Context: an optimization exercise on an open-source flow, tuned for small area, a short achievable clock period and few clock cycles per item. The choices shown serve that exercise and are no tape-out recipe. In this exercise RTL edits were held to simulation tests only and were not proved equivalent to the original. Power figures rest on the tool's default switching activity, not on a simulated workload.

Design key_occurrence_counter_top, start of the top module:
module key_occurrence_counter_top #(
   parameter int TABLE_DEPTH = koc_pkg::TABLE_DEPTH_DEFAULT
) (
   input  logic                          clock,
   input  logic                          reset,
   input  logic                          req_valid,
   output logic                          req_stall,
   input  logic                          req_mode,
   input  logic [koc_pkg::KEY_W-1:0]     req_key,
   input  logic [koc_pkg::KEY_W-1:0]     req_group_code,
   output logic                          rsp_valid,
   input  logic                          rsp_stall,
   output logic [koc_pkg::COUNT_W-1:0]   rsp_occurrence,
   output logic                          rsp_first_seen,
   output logic                          rsp_overflow,
   output logic [koc_pkg::CODE_W-1:0]    rsp_combined_code,
   output logic [koc_pkg::KEY_W-1:0]     rsp_entry_key,
   output logic                          rsp_entry_valid,
   output logic                          rsp_last
);
Size: about 2,700 flip-flops.
Settings: LEC_CHECK=0, CAP_MARGIN=20, CORE_MARGIN=2, CORE_UTILIZATION=45, CTS_CLUSTER_DIAMETER=100, CTS_CLUSTER_SIZE=20, SETUP_SLACK_MARGIN=5, SLEW_MARGIN=40; clock period 10.0 ns.
standard.sh (not shown) runs the stock make flow with config.mk's settings and CLKGATE_MAP_FILE= SYNTH_SCRIPT=/design/flow/synth_recipe.tcl, a recipe that flattens the netlist after the stock synthesis.
==> flow/flow/run.sh <==
#!/bin/bash
# Standard ORFS layout (the standard.sh, with its standard synthesis), with
# these changes to how the layout is made:
# - every port is still given a buffer, but a plain buf_4 rather than the
#   delay cell buffer_ports picks by default;
# - the resizer may swap a gate for a larger size of a different width
#   (sky130hd's config only lets it swap cells of the same footprint).
set -euo pipefail
bash standard.sh SETUP_SLACK_MARGIN=6.4 TNS_END_PERCENT=100 MATCH_CELL_FOOTPRINT=0 \
   "BUFFER_PORTS_ARGS=-buffer_cell sky130_fd_sc_hd__buf_4" finish > standard.log 2>&1
The baseline passed the timing, design-rule and antenna checks.
Testbench counts at the start, summed over its fixed seeds: cycles 11,050, items 8,000.
Next try:
CORE_UTILIZATION = 50   (was 45)
SLEW_MARGIN = 20   (was 40)
The new run finished with timing, DRC and antenna clean.
Final cell count goes down by 3.1%.
Die area goes down by 9.9%.
Flip-flop and latch count does not change.
Cell area is about the same.
Next try:
--- a/flow/flow/run.sh
+++ b/flow/flow/run.sh
@@ -9 +9 @@
-bash standard.sh SETUP_SLACK_MARGIN=6.4 TNS_END_PERCENT=100 MATCH_CELL_FOOTPRINT=0 \
+bash standard.sh SETUP_SLACK_MARGIN=6.4 TNS_END_PERCENT=5 MATCH_CELL_FOOTPRINT=0 \
CAP_MARGIN = 50   (was 20)
SLEW_MARGIN = 70   (was 20)
Sequential power hardly moves. Global-route usage falls by 1.3 points. Combinational power rises by a few percent. Total power falls slightly. Clock skew falls by 0.019 ns. Area after synthesis stays the same. Die area does not change. Worst setup slack improved by 0.079 ns. Cell area rises by a few percent.
Next try:
CAP_MARGIN = 20   (was 50)
SLEW_MARGIN = 20   (was 70)
The changed run went through all stages and came out clean; synthesized area stays the same; sequential power stays flat; utilization came out lower by 2.6 points; routed wire length climbs by 1.8%; clock power goes up by about 0.6%.

---

The RTL this note starts from:
==> flow/design.v <==
package koc_pkg;
   localparam int KEY_W               = 20;
   localparam int CODE_W              = 30;
   localparam int COUNT_W             = 16;
   localparam int TABLE_DEPTH_DEFAULT = 64;
   localparam int ITEM_W              = 1 + KEY_W + KEY_W;
   localparam logic [COUNT_W-1:0] COUNT_MAX = '1;
endpackage
module koc_queue (
   input  logic                        clock,
   input  logic                        reset,
   input  logic                        req_valid,
   output logic                        req_stall,
   input  logic [koc_pkg::ITEM_W-1:0]  req_item,
   input  logic                        pop,
   output logic                        head_load,
   output logic [koc_pkg::ITEM_W-1:0]  load_item,
   output logic                        head_valid,
   output logic [koc_pkg::ITEM_W-1:0]  head_item
);
   logic                       head_v_ff, skid_v_ff;
   logic [koc_pkg::ITEM_W-1:0] head_ff, skid_ff;
   logic                       accept;
   assign accept     = req_valid && !skid_v_ff;
   assign head_load  = !head_v_ff || pop;
   assign load_item  = skid_v_ff ? skid_ff : req_item;
   assign req_stall  = skid_v_ff;
   assign head_valid = head_v_ff;
   assign head_item  = head_ff;
   always_ff @(posedge clock) begin
      if (reset) begin
         head_v_ff <= 1'b0;
         skid_v_ff <= 1'b0;
      end else if (head_load) begin
         head_v_ff <= skid_v_ff || accept;
         skid_v_ff <= 1'b0;
      end else begin
         skid_v_ff <= skid_v_ff || accept;
      end
   end
   always_ff @(posedge clock) begin
      if (head_load) begin
         head_ff <= load_item;
      end
      if (!skid_v_ff) begin
         skid_ff <= req_item;
      end
   end
endmodule
module koc_front (
   input  logic [koc_pkg::KEY_W-1:0]  key,
   input  logic [koc_pkg::KEY_W-1:0]  group_code,
   output logic [koc_pkg::CODE_W-1:0] code
);
   logic [koc_pkg::CODE_W-1:0] g;
   assign g    = koc_pkg::CODE_W'(group_code);
   assign code = (g << 10) - (g << 4) - (g << 3) + koc_pkg::CODE_W'(key);
endmodule
module koc_back #(
   parameter int TABLE_DEPTH = koc_pkg::TABLE_DEPTH_DEFAULT
) (
   input  logic                        clock,
   input  logic                        reset,
   input  logic                        head_load,
   input  logic                        load_mode,
   input  logic [koc_pkg::KEY_W-1:0]   load_key,
   input  logic                        head_valid,
   input  logic                        head_mode,
   input  logic [koc_pkg::KEY_W-1:0]   head_key,
   input  logic [koc_pkg::CODE_W-1:0]  head_code,
   output logic                        pop,
   output logic                        rsp_valid,
   input  logic                        rsp_stall,
   output logic [koc_pkg::COUNT_W-1:0] rsp_occurrence,
   output logic                        rsp_first_seen,
   output logic                        rsp_overflow,
   output logic [koc_pkg::CODE_W-1:0]  rsp_combined_code,
   output logic [koc_pkg::KEY_W-1:0]   rsp_entry_key,
   output logic                        rsp_entry_valid,
   output logic                        rsp_last
);
   localparam int IDX_W = (TABLE_DEPTH > 1) ? $clog2(TABLE_DEPTH) : 1;
   localparam int CNT_W = $clog2(TABLE_DEPTH + 1);
   logic [koc_pkg::KEY_W-1:0]   key_ff   [TABLE_DEPTH];
   logic [koc_pkg::COUNT_W-1:0] count_ff [TABLE_DEPTH];
   logic [CNT_W-1:0]            used_ff;
   logic [IDX_W-1:0]            idx_ff, idx_in;
   logic                        hit_ff, hit_in;
   logic                        out_free;
   logic                        go_count;
   logic                        go_dump;
   logic                        is_count;
   logic                        is_dump;
   logic                        fwd;
   logic [TABLE_DEPTH-1:0]      match_in;
   logic [IDX_W-1:0]            wr_idx;
   logic                        wr_en;
   logic                        append;
   logic                        room;
   logic                        empty;
   logic                        dump_last;
   logic [koc_pkg::COUNT_W-1:0] count_rd;
   logic [koc_pkg::KEY_W-1:0]   key_rd;
   logic [koc_pkg::COUNT_W-1:0] count_inc;
   logic [koc_pkg::COUNT_W-1:0] count_wr;
   assign out_free  = !rsp_valid || !rsp_stall;
   assign is_count  = head_valid && !head_mode;
   assign is_dump   = head_valid && head_mode;
   assign go_count  = is_count && out_free;
   assign go_dump   = is_dump && out_free;
   assign room      = !used_ff[CNT_W-1];
   assign empty     = (used_ff == '0);
   assign dump_last = empty || ((CNT_W'(idx_ff) + 1'b1) == used_ff);
   assign pop       = go_count || (go_dump && dump_last);
   assign append    = go_count && !hit_ff && room;
   assign fwd = is_count && !hit_ff && room && (load_key == head_key);
   always_comb begin
      for (int i = 0; i < TABLE_DEPTH; i++) begin
         match_in[i] = (CNT_W'(i) < used_ff) && (key_ff[i] == load_key);
      end
   end
   always_comb begin
      idx_in = '0;
      for (int i = 0; i < TABLE_DEPTH; i++) begin
         idx_in = idx_in | ({IDX_W{match_in[i]}} & IDX_W'(i));
      end
      hit_in = |match_in;
      if (fwd) begin
         idx_in = used_ff[IDX_W-1:0];
         hit_in = 1'b1;
      end
      if (load_mode) begin
         idx_in = '0;
         hit_in = 1'b0;
      end
   end
   always_ff @(posedge clock) begin
      if (head_load) begin
         idx_ff <= idx_in;
         hit_ff <= hit_in;
      end else if (go_dump) begin
         idx_ff <= idx_ff + 1'b1;
      end
   end
   assign count_rd  = count_ff[idx_ff];
   assign key_rd    = key_ff[idx_ff];
   assign count_inc = (count_rd == koc_pkg::COUNT_MAX) ? count_rd : count_rd + 1'b1;
   assign count_wr  = hit_ff ? count_inc : koc_pkg::COUNT_W'(1);
   assign wr_idx    = hit_ff ? idx_ff : used_ff[IDX_W-1:0];
   assign wr_en     = go_count && (hit_ff || room);
   always_ff @(posedge clock) begin
      if (wr_en) begin
         count_ff[wr_idx] <= count_wr;
      end
      if (append) begin
         key_ff[used_ff[IDX_W-1:0]] <= head_key;
      end
   end
   always_ff @(posedge clock) begin
      if (reset) begin
         used_ff   <= '0;
         rsp_valid <= 1'b0;
      end else begin
         if (append) begin
            used_ff <= used_ff + 1'b1;
         end
         rsp_valid <= go_count || go_dump || (rsp_valid && rsp_stall);
      end
   end
   always_ff @(posedge clock) begin
      if (go_count) begin
         rsp_occurrence    <= hit_ff ? count_inc : koc_pkg::COUNT_W'(room);
         rsp_first_seen    <= !hit_ff && room;
         rsp_overflow      <= !hit_ff && !room;
         rsp_combined_code <= head_code;
         rsp_entry_key     <= head_key;
         rsp_entry_valid   <= 1'b1;
         rsp_last          <= 1'b1;
      end else if (go_dump) begin
         rsp_occurrence    <= empty ? '0 : count_rd;
         rsp_first_seen    <= 1'b0;
         rsp_overflow      <= 1'b0;
         rsp_combined_code <= '0;
         rsp_entry_key     <= empty ? '0 : key_rd;
         rsp_entry_valid   <= !empty;
         rsp_last          <= dump_last;
      end
   end
endmodule
module key_occurrence_counter_top #(
   parameter int TABLE_DEPTH = koc_pkg::TABLE_DEPTH_DEFAULT
) (
   input  logic                          clock,
   input  logic                          reset,
   input  logic                          req_valid,
   output logic                          req_stall,
   input  logic                          req_mode,
   input  logic [koc_pkg::KEY_W-1:0]     req_key,
   input  logic [koc_pkg::KEY_W-1:0]     req_group_code,
   output logic                          rsp_valid,
   input  logic                          rsp_stall,
   output logic [koc_pkg::COUNT_W-1:0]   rsp_occurrence,
   output logic                          rsp_first_seen,
   output logic                          rsp_overflow,
   output logic [koc_pkg::CODE_W-1:0]    rsp_combined_code,
   output logic [koc_pkg::KEY_W-1:0]     rsp_entry_key,
   output logic                          rsp_entry_valid,
   output logic                          rsp_last
);
   logic                        pop;
   logic                        head_load;
   logic [koc_pkg::ITEM_W-1:0]  load_item;
   logic                        load_mode;
   logic [koc_pkg::KEY_W-1:0]   load_key;
   logic [koc_pkg::KEY_W-1:0]   load_group;
   logic                        head_valid;
   logic [koc_pkg::ITEM_W-1:0]  head_item;
   logic                        head_mode;
   logic [koc_pkg::KEY_W-1:0]   head_key;
   logic [koc_pkg::KEY_W-1:0]   head_group;
   logic [koc_pkg::CODE_W-1:0]  head_code;
   koc_queue u_queue (
      .clock      (clock),
      .reset      (reset),
      .req_valid  (req_valid),
      .req_stall  (req_stall),
      .req_item   ({req_mode, req_key, req_group_code}),
      .pop        (pop),
      .head_load  (head_load),
      .load_item  (load_item),
      .head_valid (head_valid),
      .head_item  (head_item)
   );
   assign {load_mode, load_key, load_group} = load_item;
   assign {head_mode, head_key, head_group} = head_item;
   koc_front u_front (
      .key        (head_key),
      .group_code (head_group),
      .code       (head_code)
   );
   koc_back #(
      .TABLE_DEPTH (TABLE_DEPTH)
   ) u_back (
      .clock             (clock),
      .reset             (reset),
      .head_load         (head_load),
      .load_mode         (load_mode),
      .load_key          (load_key),
      .head_valid        (head_valid),
      .head_mode         (head_mode),
      .head_key          (head_key),
      .head_code         (head_code),
      .pop               (pop),
      .rsp_valid         (rsp_valid),
      .rsp_stall         (rsp_stall),
      .rsp_occurrence    (rsp_occurrence),
      .rsp_first_seen    (rsp_first_seen),
      .rsp_overflow      (rsp_overflow),
      .rsp_combined_code (rsp_combined_code),
      .rsp_entry_key     (rsp_entry_key),
      .rsp_entry_valid   (rsp_entry_valid),
      .rsp_last          (rsp_last)
   );
endmodule
export LEC_CHECK = 0
export CAP_MARGIN = 20
export CORE_MARGIN = 2
export CORE_UTILIZATION = 40
export SLEW_MARGIN = 20
create_clock -name core_clock -period 10.0 [get_ports {clock}]
run.sh (not shown) runs the stock make flow with config.mk's settings and CLKGATE_MAP_FILE= SYNTH_SCRIPT=/design/flow/synth_recipe.tcl, a recipe that flattens the netlist after the stock synthesis.
Stock flow here: none of the scripts above is used.
The baseline finished clean.
Testbench counts at the start, summed over its fixed seeds: cycles 11,034, items 8,000.
Then changed:
--- a/flow/config.mk
+++ b/flow/config.mk
@@ -10,2 +10,3 @@
 export CORE_UTILIZATION = 40
+export SETUP_SLACK_MARGIN = 5
 export SLEW_MARGIN = 20
=> Setup slack gains 1.9 ns. Final cell count grows by 0.52%. Sequential share of layout area came out lower by 0.59 points. Core utilization went up by 0.48 points. Synthesized area stays the same.

==> re-timing with driven ports <==
In the flow no input, the clock included, has a driving cell. The finished layouts below were timed again as built, in two steps. Step 1 sets driving cells, clkbuf_16 on the clock port and buf_2 on the other inputs (assumed; they add their load-dependent delay and slew). Step 2 times the ports against the registers' clock, not the clock port: input delays grow and output delays shrink by t, the midpoint of the rising clock arrivals with the driver on. Slacks: ideal ports / drivers / drivers and shift; pairs: ideal ports / drivers.
run | t (ns) | setup slack, ns | hold slack, ns
the first run of note 1 | 1.010 | 6.257 / 6.257 / 5.660 | 0.423 / 0.423 / 0.423
the second run of note 1 | 0.991 | 6.091 / 6.091 / 5.462 | 0.417 / 0.417 / 0.417
the third run of note 1 | 0.976 | 6.170 / 6.170 / 5.573 | 0.422 / 0.422 / 0.422
the fourth run of note 1 | 0.961 | 6.103 / 6.103 / 5.458 | 0.422 / 0.422 / 0.422
the first run of note 2 | 0.956 | 3.073 / 3.144 / 2.198 | 0.470 / 0.470 / 0.470
the second run of note 2 | 0.971 | 4.990 / 5.035 / 4.099 | 0.473 / 0.473 / 0.473
After both steps setup and hold are still met in every run listed. The setup slack of the second run of note 2, which loses most, moves by +0.045 ns with the drivers and by -0.891 ns with both steps.
